From an optimization exercise on the open Yosys and OpenROAD flow, aimed at small area and a short achievable clock period; shortcuts taken in it are not production practice. RTL that was checked went through simulation tests only; none was proved equivalent to the original. Power and IR drop assume default switching activity.

## stepper_speed_ramp_controller
module stepper_speed_ramp_controller (
	input  wire logic                clk,
	input  wire logic                arst_n,
	input  wire logic                psel,
	input  wire logic                penable,
	input  wire logic                pwrite,
	input  wire logic [ADDR_W-1:0]   paddr,
	input  wire logic [DATA_W-1:0]   pwdata,
	output logic      [DATA_W-1:0]   prdata,
	output logic                     pready,
	input  wire logic                in_valid,
	output logic                     in_ready,
	input  wire logic [OP_W-1:0]     op,
	input  wire logic [PULSE_W-1:0]  count_value,
	input  wire logic [LEVEL_FW-1:0] level_index,
	input  wire logic [WORD_W-1:0]   level_reload,
	input  wire logic [WORD_W-1:0]   level_dwell,
	output logic                     out_valid,
	input  wire logic                out_ready,
	output logic      [WORD_W-1:0]   reload_out,
	output logic      [LEVEL_FW-1:0] speed_level,
	output logic      [PHASE_W-1:0]  ramp_state,
	output logic                     running,
	output logic      [POS_W-1:0]    position,
	output logic                     on_position
);
For scale: about 1,700 cells after synthesis, roughly 550 flip-flops.
clock: 7.5 ns
lec_check: 0
abc_clock_period_in_ps: 3700
cap_margin: 20
core_margin: 2
core_utilization: 40
cts_buf_list: sky130_fd_sc_hd__clkbuf_16
cts_cluster_diameter: 100
cts_cluster_size: 30
setup_slack_margin: 3.8
slew_margin: 20
standard.sh (not shown) runs the stock make flow with config.mk's settings and CLKGATE_MAP_FILE= SYNTH_SCRIPT=/design/flow/synth_recipe.tcl, a recipe that flattens the netlist after the stock synthesis.
==> flow/flow/run.sh <==
#!/bin/bash
# Standard layout, with the port buffers made of buf_2 cells instead of the
# delay cells buffer_ports picks on its own.
set -euo pipefail
bash standard.sh "BUFFER_PORTS_ARGS=-buffer_cell sky130_fd_sc_hd__buf_2" finish > standard_flow.log 2>&1
==> next run, changes <==
ABC_CLOCK_PERIOD_IN_PS = 2000   (was 3700)
SETUP_SLACK_MARGIN = 4.1   (was 3.8)
The changed run completed without violations; worst setup slack gets worse by 0.0062 ns; worst hold slack hardly moves; clock power stays flat; synthesized area is unchanged; routed wire length goes up by 7.9%.
No functional check of the RTL was part of any run of this note.


build 46:
stepper_speed_ramp_controller, a different RTL version from the one above (not shown whole).
export LEC_CHECK = 0
export ABC_CLOCK_PERIOD_IN_PS = 3700
export CAP_MARGIN = 20
export CORE_MARGIN = 2
export CORE_UTILIZATION = 40
export CTS_BUF_LIST = sky130_fd_sc_hd__clkbuf_16
export CTS_CLUSTER_DIAMETER = 100
export CTS_CLUSTER_SIZE = 30
export SETUP_SLACK_MARGIN = 3.8
export SLEW_MARGIN = 20
create_clock -name core_clock -period 7.5 [get_ports {clk}]
==> flow/flow/run.sh <==
#!/bin/bash
# Standard layout, with the port buffers made of buf_1 cells instead of the
# delay cells buffer_ports picks on its own.
set -euo pipefail
bash standard.sh "BUFFER_PORTS_ARGS=-buffer_cell sky130_fd_sc_hd__buf_1" finish > standard_flow.log 2>&1
Having completed the whole flow, build 46 delivered a layout that passed the timing, design-rule and antenna checks.
Setup changes, build 46 to build 38
# build 46
export LEC_CHECK = 0
export ABC_CLOCK_PERIOD_IN_PS = 3700
export CAP_MARGIN = 20
export CORE_MARGIN = 2
export CORE_UTILIZATION = 40
export CTS_BUF_LIST = sky130_fd_sc_hd__clkbuf_16
export CTS_CLUSTER_DIAMETER = 100
export CTS_CLUSTER_SIZE = 30
export SETUP_SLACK_MARGIN = 3.8
export SLEW_MARGIN = 20
create_clock -name core_clock -period 7.5 [get_ports {clk}]
# build 38
export LEC_CHECK = 0
export CAP_MARGIN = 20
export CORE_MARGIN = 2
export CORE_UTILIZATION = 40
export CTS_BUF_LIST = sky130_fd_sc_hd__clkbuf_16
export CTS_CLUSTER_DIAMETER = 100
export CTS_CLUSTER_SIZE = 30
export SETUP_SLACK_MARGIN = 3.5
export SLEW_MARGIN = 20
create_clock -name core_clock -period 7.5 [get_ports {clk}]
==> flow/flow/run.sh <==
#!/bin/bash
# Standard layout, with the port buffers made of buf_2 cells instead of the
# delay cells buffer_ports picks on its own.
set -euo pipefail
bash standard.sh "BUFFER_PORTS_ARGS=-buffer_cell sky130_fd_sc_hd__buf_2" finish > standard_flow.log 2>&1
Notes after the runs:
Looking at proportion of total power due to net switching across build 46 and build 38, the one that comes out higher is build 46. Final non-filler cell area in build 38 vs build 46: down about 3%. Build 46 → build 38: power spent charging and discharging nets now sits lower, worst relative slew slack now sits higher, clock tree cell share of total cell area now sits higher, total power now sits lower. The worst hold margin was comparable across build 46 and build 38. Of build 46 and build 38, build 38 shows the lower power share of the combinational group, with build 46 above it.
### build 38 -> build 80
# build 38
export LEC_CHECK = 0
export CAP_MARGIN = 20
export CORE_MARGIN = 2
export CORE_UTILIZATION = 40
export CTS_BUF_LIST = sky130_fd_sc_hd__clkbuf_16
export CTS_CLUSTER_DIAMETER = 100
export CTS_CLUSTER_SIZE = 30
export SETUP_SLACK_MARGIN = 3.5
export SLEW_MARGIN = 20
create_clock -name core_clock -period 7.5 [get_ports {clk}]
# build 80
export LEC_CHECK = 0
export ABC_CLOCK_PERIOD_IN_PS = 3700
export CAP_MARGIN = 20
export CORE_MARGIN = 2
export CORE_UTILIZATION = 40
export CTS_BUF_LIST = sky130_fd_sc_hd__clkbuf_8
export CTS_CLUSTER_DIAMETER = 60
export CTS_CLUSTER_SIZE = 16
export SETUP_SLACK_MARGIN = 3.8
export SLEW_MARGIN = 20
create_clock -name core_clock -period 7.5 [get_ports {clk}]
Findings:
- Build 80 did not stop at any stage, and its layout met the timing, design-rule and antenna checks.
- Build 38 -> build 80: residual overflow from global routing delta 0, exact match
- Share of post-route cells with drive strength above 1 ended up 6.7 points higher on build 80 than on build 38.
- [compare] base=build 38 new=build 80: power share of the combinational group moved up; detail-routed via count per cell shows a reduction of 0.088; total global-route track usage rose 0.72 points; antenna diode count shows an increase of 3; share of power burned in the clock network grew by 0.7 points.
- [diff] worst setup slack, build 80 relative to build 38: improvement
For build 88, these inputs were changed with respect to build 80:
# build 80
export LEC_CHECK = 0
export ABC_CLOCK_PERIOD_IN_PS = 3700
export CAP_MARGIN = 20
export CORE_MARGIN = 2
export CORE_UTILIZATION = 40
export CTS_BUF_LIST = sky130_fd_sc_hd__clkbuf_8
export CTS_CLUSTER_DIAMETER = 60
export CTS_CLUSTER_SIZE = 16
export SETUP_SLACK_MARGIN = 3.8
export SLEW_MARGIN = 20
create_clock -name core_clock -period 7.5 [get_ports {clk}]
# build 88
export LEC_CHECK = 0
export ABC_CLOCK_PERIOD_IN_PS = 3700
export CAP_MARGIN = 20
export CORE_MARGIN = 2
export CORE_UTILIZATION = 40
export SETUP_SLACK_MARGIN = 3.8
export SLEW_MARGIN = 20
create_clock -name core_clock -period 7.5 [get_ports {clk}]
Notes after the runs:
- For the clock period minus final worst setup slack, build 88 came in 120 ps lower than build 80 did.
- For power in sequential cells, build 80 and build 88 come out practically identical.
- Status: first-iteration DRC count parity (build 80, build 88)
- Sort build 80 and build 88 by fill cell instance count of the final layout, descending, and build 80 comes first.
- Ratio of final minimum period to clock period down 1.6 points in build 88 wrt build 80
- Of the two values seen for last element of the critical path, hot_q[11] was produced by build 80 and hot_q[13] by build 88.
- Summary — critical path depth, build 88 relative to build 80: lower, by 1.
- Clock latency at the later pin of the worst-skew pair ended up 20 ps lower on build 88 than on build 80.
- Area added between synthesis and finish on build 88 is up relative to build 80.
- Going from build 80 to build 88, count of buffers not belonging to the clock network in the layout shrank by a few percent.
- Routed wire length: build 88 > build 80
- Max freq build 80 -> build 88: improved
For build 97, these inputs were changed with respect to build 88:
# build 88
export LEC_CHECK = 0
export ABC_CLOCK_PERIOD_IN_PS = 3700
export CAP_MARGIN = 20
export CORE_MARGIN = 2
export CORE_UTILIZATION = 40
export SETUP_SLACK_MARGIN = 3.8
export SLEW_MARGIN = 20
create_clock -name core_clock -period 7.5 [get_ports {clk}]
# build 97
export LEC_CHECK = 0
export CAP_MARGIN = 20
export CORE_MARGIN = 2
export CORE_UTILIZATION = 40
export CTS_BUF_LIST = sky130_fd_sc_hd__clkbuf_16
export CTS_CLUSTER_DIAMETER = 100
export CTS_CLUSTER_SIZE = 30
export GPL_ROUTABILITY_DRIVEN = 0
export SETUP_SLACK_MARGIN = 3.8
export SLEW_MARGIN = 20
create_clock -name core_clock -period 7.5 [get_ports {clk}]
==> results.txt <==
- Going from build 88 to build 97, fmax decreased 0.43%, clock power decreased about 43%.
- Going from build 88 to build 97, part of the total power dissipated in combinational logic grows by 3.0 points.
- For build 88, the end point of the critical path was hot_q[13], unlike build 97, where it was hot_q[10].
- Build 97 vs. build 88: routed wire length went down by about 2%.
- Side by side, met3 routed wirelength turned out lower in build 97 than in build 88.
- Taking build 88 as the reference, in build 97 final total power went down 1.1 mW; multi-input gate share of total cell area went up; power of the sequential group roughly the same.


The RTL this note starts from:
==> flow/design.v <==
`default_nettype none
package ssrc_pkg;
	localparam int LEVELS    = 14;
	localparam int POSITIONS = 64;
	localparam int LVL_W     = $clog2(LEVELS);
	localparam int POS_W     = $clog2(POSITIONS);
	localparam int LEVEL_FW  = 4;
	localparam int PHASE_W   = 3;
	localparam int WORD_W    = 16;
	localparam int OVER_W    = 17;
	localparam int PULSE_W   = 8;
	localparam int OP_W      = 3;
	localparam int ADDR_W    = 4;
	localparam int DATA_W    = 32;
	localparam logic [OP_W-1:0] OP_TICK   = 3'd0;
	localparam logic [OP_W-1:0] OP_START  = 3'd1;
	localparam logic [OP_W-1:0] OP_DECEL  = 3'd2;
	localparam logic [OP_W-1:0] OP_STOP   = 3'd3;
	localparam logic [OP_W-1:0] OP_PULSE  = 3'd4;
	localparam logic [OP_W-1:0] OP_GOAL   = 3'd5;
	localparam logic [OP_W-1:0] OP_ZERO   = 3'd6;
	localparam logic [OP_W-1:0] OP_LOAD   = 3'd7;
	localparam logic [PHASE_W-1:0] PH_IDLE  = 3'd0;
	localparam logic [PHASE_W-1:0] PH_ACCEL = 3'd1;
	localparam logic [PHASE_W-1:0] PH_DECEL = 3'd2;
	localparam logic [PHASE_W-1:0] PH_STOP  = 3'd3;
	localparam logic [PHASE_W-1:0] PH_OVER  = 3'd4;
	localparam logic [1:0] REG_TARGET  = 2'd0;
	localparam logic [1:0] REG_DIR     = 2'd1;
	localparam logic [1:0] REG_OVERRUN = 2'd2;
endpackage
`default_nettype wire
`default_nettype none
import ssrc_pkg::*;
module stepper_speed_ramp_controller (
	input  wire logic                clk,
	input  wire logic                arst_n,
	input  wire logic                psel,
	input  wire logic                penable,
	input  wire logic                pwrite,
	input  wire logic [ADDR_W-1:0]   paddr,
	input  wire logic [DATA_W-1:0]   pwdata,
	output logic      [DATA_W-1:0]   prdata,
	output logic                     pready,
	input  wire logic                in_valid,
	output logic                     in_ready,
	input  wire logic [OP_W-1:0]     op,
	input  wire logic [PULSE_W-1:0]  count_value,
	input  wire logic [LEVEL_FW-1:0] level_index,
	input  wire logic [WORD_W-1:0]   level_reload,
	input  wire logic [WORD_W-1:0]   level_dwell,
	output logic                     out_valid,
	input  wire logic                out_ready,
	output logic      [WORD_W-1:0]   reload_out,
	output logic      [LEVEL_FW-1:0] speed_level,
	output logic      [PHASE_W-1:0]  ramp_state,
	output logic                     running,
	output logic      [POS_W-1:0]    position,
	output logic                     on_position
);
	logic [LEVEL_FW-1:0] target_q;
	logic                dir_q;
	logic [WORD_W-1:0]   overrun_q;
	logic [PHASE_W-1:0]  phase_q,  phase_d;
	logic [LEVEL_FW-1:0] level_q,  level_d;
	logic [WORD_W-1:0]   dwell_q,  dwell_d;
	logic [WORD_W-2:0]   over_q,   over_d;
	logic                timer_q,  timer_d;
	logic [POS_W-1:0]    place_q,  place_d;
	logic [PULSE_W-1:0]  pcount_q, pcount_d;
	logic [PULSE_W-1:0]  pgoal_q,  pgoal_d;
	logic [LEVELS-1:0]   hot_q,    hot_d;
	logic                onpos_q,  onpos_d;
	logic                out_valid_q;
	logic [WORD_W-1:0]   reload_tab_q [LEVELS];
	logic [WORD_W-1:0]   dwell_tab_q  [LEVELS];
	logic                accept;
	logic                cfg_wr;
	logic [WORD_W-1:0]   dwell_cur;
	logic [WORD_W-1:0]   reload_cur;
	logic [LEVEL_FW-1:0] tgt_eff;
	logic [WORD_W-1:0]   dwell_next;
	logic                dwell_done;
	logic                over_hit;
	logic [PHASE_W-1:0]  ph_k  [2];
	logic [LEVEL_FW-1:0] lv_k  [2];
	logic [WORD_W-1:0]   dw_k  [2];
	logic [LEVELS-1:0]   hot_k [2];
	logic [LEVEL_FW:0]   up_k;
	logic [LEVEL_FW-1:0] dn_k;
	logic [WORD_W-1:0]   dwdn_k;
	assign accept   = in_valid && in_ready;
	assign in_ready = !out_valid_q || out_ready;
	assign cfg_wr   = psel && penable && pwrite;
	assign pready   = 1'b1;
	always_ff @(posedge clk or negedge arst_n) begin
		if (!arst_n) begin
			target_q  <= '0;
			dir_q     <= 1'b0;
			overrun_q <= '0;
		end else if (cfg_wr) begin
			case (paddr[3:2])
				REG_TARGET:  target_q  <= pwdata[LEVEL_FW-1:0];
				REG_DIR:     dir_q     <= pwdata[0];
				REG_OVERRUN: overrun_q <= pwdata[WORD_W-1:0];
				default: ;
			endcase
		end
	end
	always_comb begin
		case (paddr[3:2])
			REG_TARGET:  prdata = DATA_W'(target_q);
			REG_DIR:     prdata = DATA_W'(dir_q);
			REG_OVERRUN: prdata = DATA_W'(overrun_q);
			default:     prdata = '0;
		endcase
	end
	always_comb begin
		dwell_cur  = '0;
		reload_cur = '0;
		for (int i = 0; i < LEVELS; i++) begin
			dwell_cur  = dwell_cur  | ({WORD_W{hot_q[i]}} & dwell_tab_q[i]);
			reload_cur = reload_cur | ({WORD_W{hot_q[i]}} & reload_tab_q[i]);
		end
	end
	assign tgt_eff    = (target_q >= LEVEL_FW'(LEVELS)) ? LEVEL_FW'(LEVELS - 1) : target_q;
	assign dwell_next = dwell_q + WORD_W'(1);
	assign dwell_done = dwell_q >= dwell_cur;
	assign over_hit   = {over_q, 1'b1} >= overrun_q;
	always_comb begin
		for (int k = 0; k < 2; k++) begin
			up_k   = {1'b0, level_q} + (LEVEL_FW+1)'(k);
			dn_k   = (k == 1 && level_q != '0) ? level_q - LEVEL_FW'(1) : level_q;
			dwdn_k = (k == 1 || dn_k == '0) ? WORD_W'(1) : dwell_next;
			ph_k[k] = phase_q;
			lv_k[k] = level_q;
			dw_k[k] = dwell_q;
			if (op == OP_STOP) begin
				lv_k[k] = dn_k;
				dw_k[k] = dwdn_k;
				ph_k[k] = PH_OVER;
			end else if (op == OP_TICK && timer_q) begin
				case (phase_q)
					PH_ACCEL: begin
						dw_k[k] = (k == 1) ? WORD_W'(1) : dwell_next;
						if (up_k >= {1'b0, tgt_eff}) begin
							lv_k[k] = tgt_eff;
							ph_k[k] = PH_IDLE;
						end else begin
							lv_k[k] = up_k[LEVEL_FW-1:0];
						end
					end
					PH_DECEL: begin
						lv_k[k] = dn_k;
						dw_k[k] = dwdn_k;
						if (dn_k == '0) ph_k[k] = PH_IDLE;
					end
					PH_STOP: begin
						lv_k[k] = dn_k;
						dw_k[k] = dwdn_k;
						ph_k[k] = PH_OVER;
					end
					PH_OVER: begin
						if (over_hit) begin
							lv_k[k] = '0;
							ph_k[k] = PH_IDLE;
							dw_k[k] = WORD_W'(1);
						end else begin
							lv_k[k] = dn_k;
							dw_k[k] = dwdn_k;
						end
					end
					default: ;
				endcase
			end else if (op == OP_START) begin
				ph_k[k] = PH_ACCEL;
				lv_k[k] = '0;
			end else if (op == OP_DECEL) begin
				ph_k[k] = PH_DECEL;
			end
			for (int i = 0; i < LEVELS; i++) hot_k[k][i] = (lv_k[k] == LEVEL_FW'(i));
		end
	end
	always_comb begin
		phase_d  = dwell_done ? ph_k[1] : ph_k[0];
		level_d  = dwell_done ? lv_k[1] : lv_k[0];
		dwell_d  = dwell_done ? dw_k[1] : dw_k[0];
		hot_d    = dwell_done ? hot_k[1] : hot_k[0];
		over_d   = over_q;
		timer_d  = timer_q;
		place_d  = place_q;
		pcount_d = pcount_q;
		pgoal_d  = pgoal_q;
		onpos_d  = onpos_q;
		case (op)
			OP_TICK: if (timer_q && phase_q == PH_OVER) begin
				if (over_hit) begin
					timer_d = 1'b0;
					over_d  = '0;
				end else begin
					over_d  = over_q + (WORD_W-1)'(1);
				end
			end
			OP_START: timer_d = 1'b1;
			OP_PULSE: begin
				pcount_d = pcount_q + PULSE_W'(1);
				onpos_d  = pcount_d >= pgoal_q;
				place_d  = dir_q ? place_q - POS_W'(1) : place_q + POS_W'(1);
			end
			OP_GOAL: begin
				pcount_d = '0;
				pgoal_d  = count_value;
				onpos_d  = count_value == '0;
			end
			OP_ZERO: place_d = '0;
			default: ;
		endcase
	end
	always_ff @(posedge clk or negedge arst_n) begin
		if (!arst_n) begin
			phase_q  <= PH_IDLE;
			level_q  <= '0;
			hot_q    <= LEVELS'(1);
			dwell_q  <= WORD_W'(1);
			over_q   <= '0;
			timer_q  <= 1'b0;
			place_q  <= '0;
			pcount_q <= '0;
			pgoal_q  <= '0;
			onpos_q  <= 1'b1;
		end else if (accept) begin
			phase_q  <= phase_d;
			level_q  <= level_d;
			hot_q    <= hot_d;
			dwell_q  <= dwell_d;
			over_q   <= over_d;
			timer_q  <= timer_d;
			place_q  <= place_d;
			pcount_q <= pcount_d;
			pgoal_q  <= pgoal_d;
			onpos_q  <= onpos_d;
		end
	end
	for (genvar i = 0; i < LEVELS; i++) begin : g_tab
		always_ff @(posedge clk) begin
			if (accept && op == OP_LOAD && level_index == LEVEL_FW'(i)) begin
				reload_tab_q[i] <= level_reload;
				dwell_tab_q[i]  <= level_dwell;
			end
		end
	end
	always_ff @(posedge clk or negedge arst_n) begin
		if (!arst_n) begin
			out_valid_q <= 1'b0;
		end else if (accept) begin
			out_valid_q <= 1'b1;
		end else if (out_ready) begin
			out_valid_q <= 1'b0;
		end
	end
	assign out_valid   = out_valid_q;
	assign reload_out  = reload_cur;
	assign speed_level = level_q;
	assign ramp_state  = phase_q;
	assign running     = timer_q;
	assign position    = place_q;
	assign on_position = onpos_q;
endmodule
`default_nettype wire
==> flow/config.mk <==
export PLATFORM = sky130hd
export DESIGN_NAME = stepper_speed_ramp_controller
export DESIGN_NICKNAME = stepper_speed_ramp_controller
export VERILOG_FILES = /design/flow/design.v
export SDC_FILE = /design/flow/constraint.sdc
export NUM_CORES = 4
export LEC_CHECK = 0
export CAP_MARGIN = 20
export CORE_MARGIN = 2
export CORE_UTILIZATION = 40
export CTS_BUF_LIST = sky130_fd_sc_hd__clkbuf_16
export CTS_CLUSTER_DIAMETER = 100
export CTS_CLUSTER_SIZE = 30
export SETUP_SLACK_MARGIN = 3.8
export SLEW_MARGIN = 20
export TNS_END_PERCENT = 5
==> flow/constraint.sdc <==
create_clock -name core_clock -period 7.5 [get_ports {clk}]
set_input_delay 1.5000 -clock core_clock [delete_from_list [all_inputs] [get_ports {clk}]]
set_output_delay 1.5000 -clock core_clock [all_outputs]
set_load 0.01 [all_outputs]
==> flow/flow/run.sh <==
#!/bin/bash
# Standard layout, with the port buffers made of buf_2 cells instead of the
# delay cells buffer_ports picks on its own.
set -euo pipefail
bash standard.sh "BUFFER_PORTS_ARGS=-buffer_cell sky130_fd_sc_hd__buf_2" finish > standard_flow.log 2>&1
The starting point completed without violations.
Rerun with:
CORE_UTILIZATION = 45   (was 40)
SETUP_SLACK_MARGIN = 3.9   (was 3.8)
TNS_END_PERCENT = 1   (was 5)
What happened: The new run went through all stages and came out clean. Power grows by 1.5%. Final area shrinks by 0.36%. Worst hold slack improved by 0.0057 ns. Sequential power stays flat. Fmax is about the same. Worst setup slack is about the same. Non-clock buffer count shrinks by 1. Routed wire length shrinks by 0.39%. Core utilization grows by 5.6 points. Register-to-register slack got worse by 0.09 ns.
Rerun with:
CORE_UTILIZATION = 40   (was 45)
- The changed run completed without violations
- total power drops by 0.69%
- global-route usage drops by 2.3 points
- wire length climbs by 1.5%
- count of clock-buffer cells in the layout does not change
- fmax climbs by 2.2%
- sequential share of layout area drops by 0.64 points
- worst hold slack is better by 0.0059 ns
- core utilization drops by 5.3 points
- setup slack is better by 0.082 ns
- sequential power hardly moves
- area after synthesis does not change
Rerun with:
ABC_CLOCK_PERIOD_IN_PS = 3500   (was not set)
CORE_UTILIZATION = 55   (was 40)
SETUP_SLACK_MARGIN = 4.0   (was 3.9)
TNS_END_PERCENT = not set   (was 1)
Wire length climbs by 0.57%. Critical path depth stays the same. Area after synthesis does not change. Worst setup slack gets worse by 0.10 ns. Global-route usage climbs by 7.9 points. Final cell count shrinks by 6.5%.

[re-timing with driven ports]
In the flow no input, the clock included, has a driving cell. The finished layouts below were timed again as built, in two steps. Step 1 (the two cells are an assumption about what drives the block):
set clk [get_ports {clk}]
set_driving_cell -lib_cell sky130_fd_sc_hd__clkbuf_16 $clk
set_driving_cell -lib_cell sky130_fd_sc_hd__buf_2 [delete_from_list [all_inputs] $clk]
Step 2, shift: input delay + t, output delay - t, t = (earliest + latest rising clock arrival at the registers) / 2. This alone moves slack from input paths to output paths. Three values: ideal, step 1, step 2; two values: the first two.
run	shift t [ns]	setup WS [ns]	hold slack, ns	clock arrival spread, ns	cell pins on the clock port's net
the first run of note 1	0.663	3.824 / 3.766 / 3.491	0.510 / 0.510 / 0.510	0.048 / 0.048	1
the second run of note 1	0.663	3.818 / 3.758 / 3.499	0.511 / 0.511 / 0.511	0.053 / 0.053	1
build 46	0.649	3.723 / 3.723 / 3.232	0.537 / 0.537 / 0.537	0.035 / 0.036	1
build 38	0.649	3.629 / 3.607 / 3.220	0.538 / 0.538 / 0.538	0.031 / 0.031	1
build 80	0.691	3.708 / 3.708 / 3.415	0.528 / 0.528 / 0.528	0.027 / 0.027	1
build 88	0.663	3.824 / 3.799 / 3.411	0.522 / 0.522 / 0.522	0.041 / 0.041	1
build 97	0.638	3.808 / 3.767 / 3.415	0.532 / 0.532 / 0.532	0.025 / 0.026	1
the first run of note 3	0.653	3.737 / 3.679 / 3.158	0.530 / 0.530 / 0.530	0.047 / 0.047	1
the second run of note 3	0.651	3.737 / 3.677 / 3.339	0.536 / 0.536 / 0.536	0.035 / 0.035	1
the third run of note 3	0.641	3.819 / 3.814 / 3.359	0.542 / 0.542 / 0.542	0.034 / 0.034	1
the fourth run of note 3	0.618	3.718 / 3.718 / 3.303	0.524 / 0.524 / 0.524	0.018 / 0.018	1
After both steps setup and hold are still met in every run listed. For the first run of note 3, which loses most, drivers alone change the setup slack by -0.058 ns; drivers and shift together by -0.579 ns.
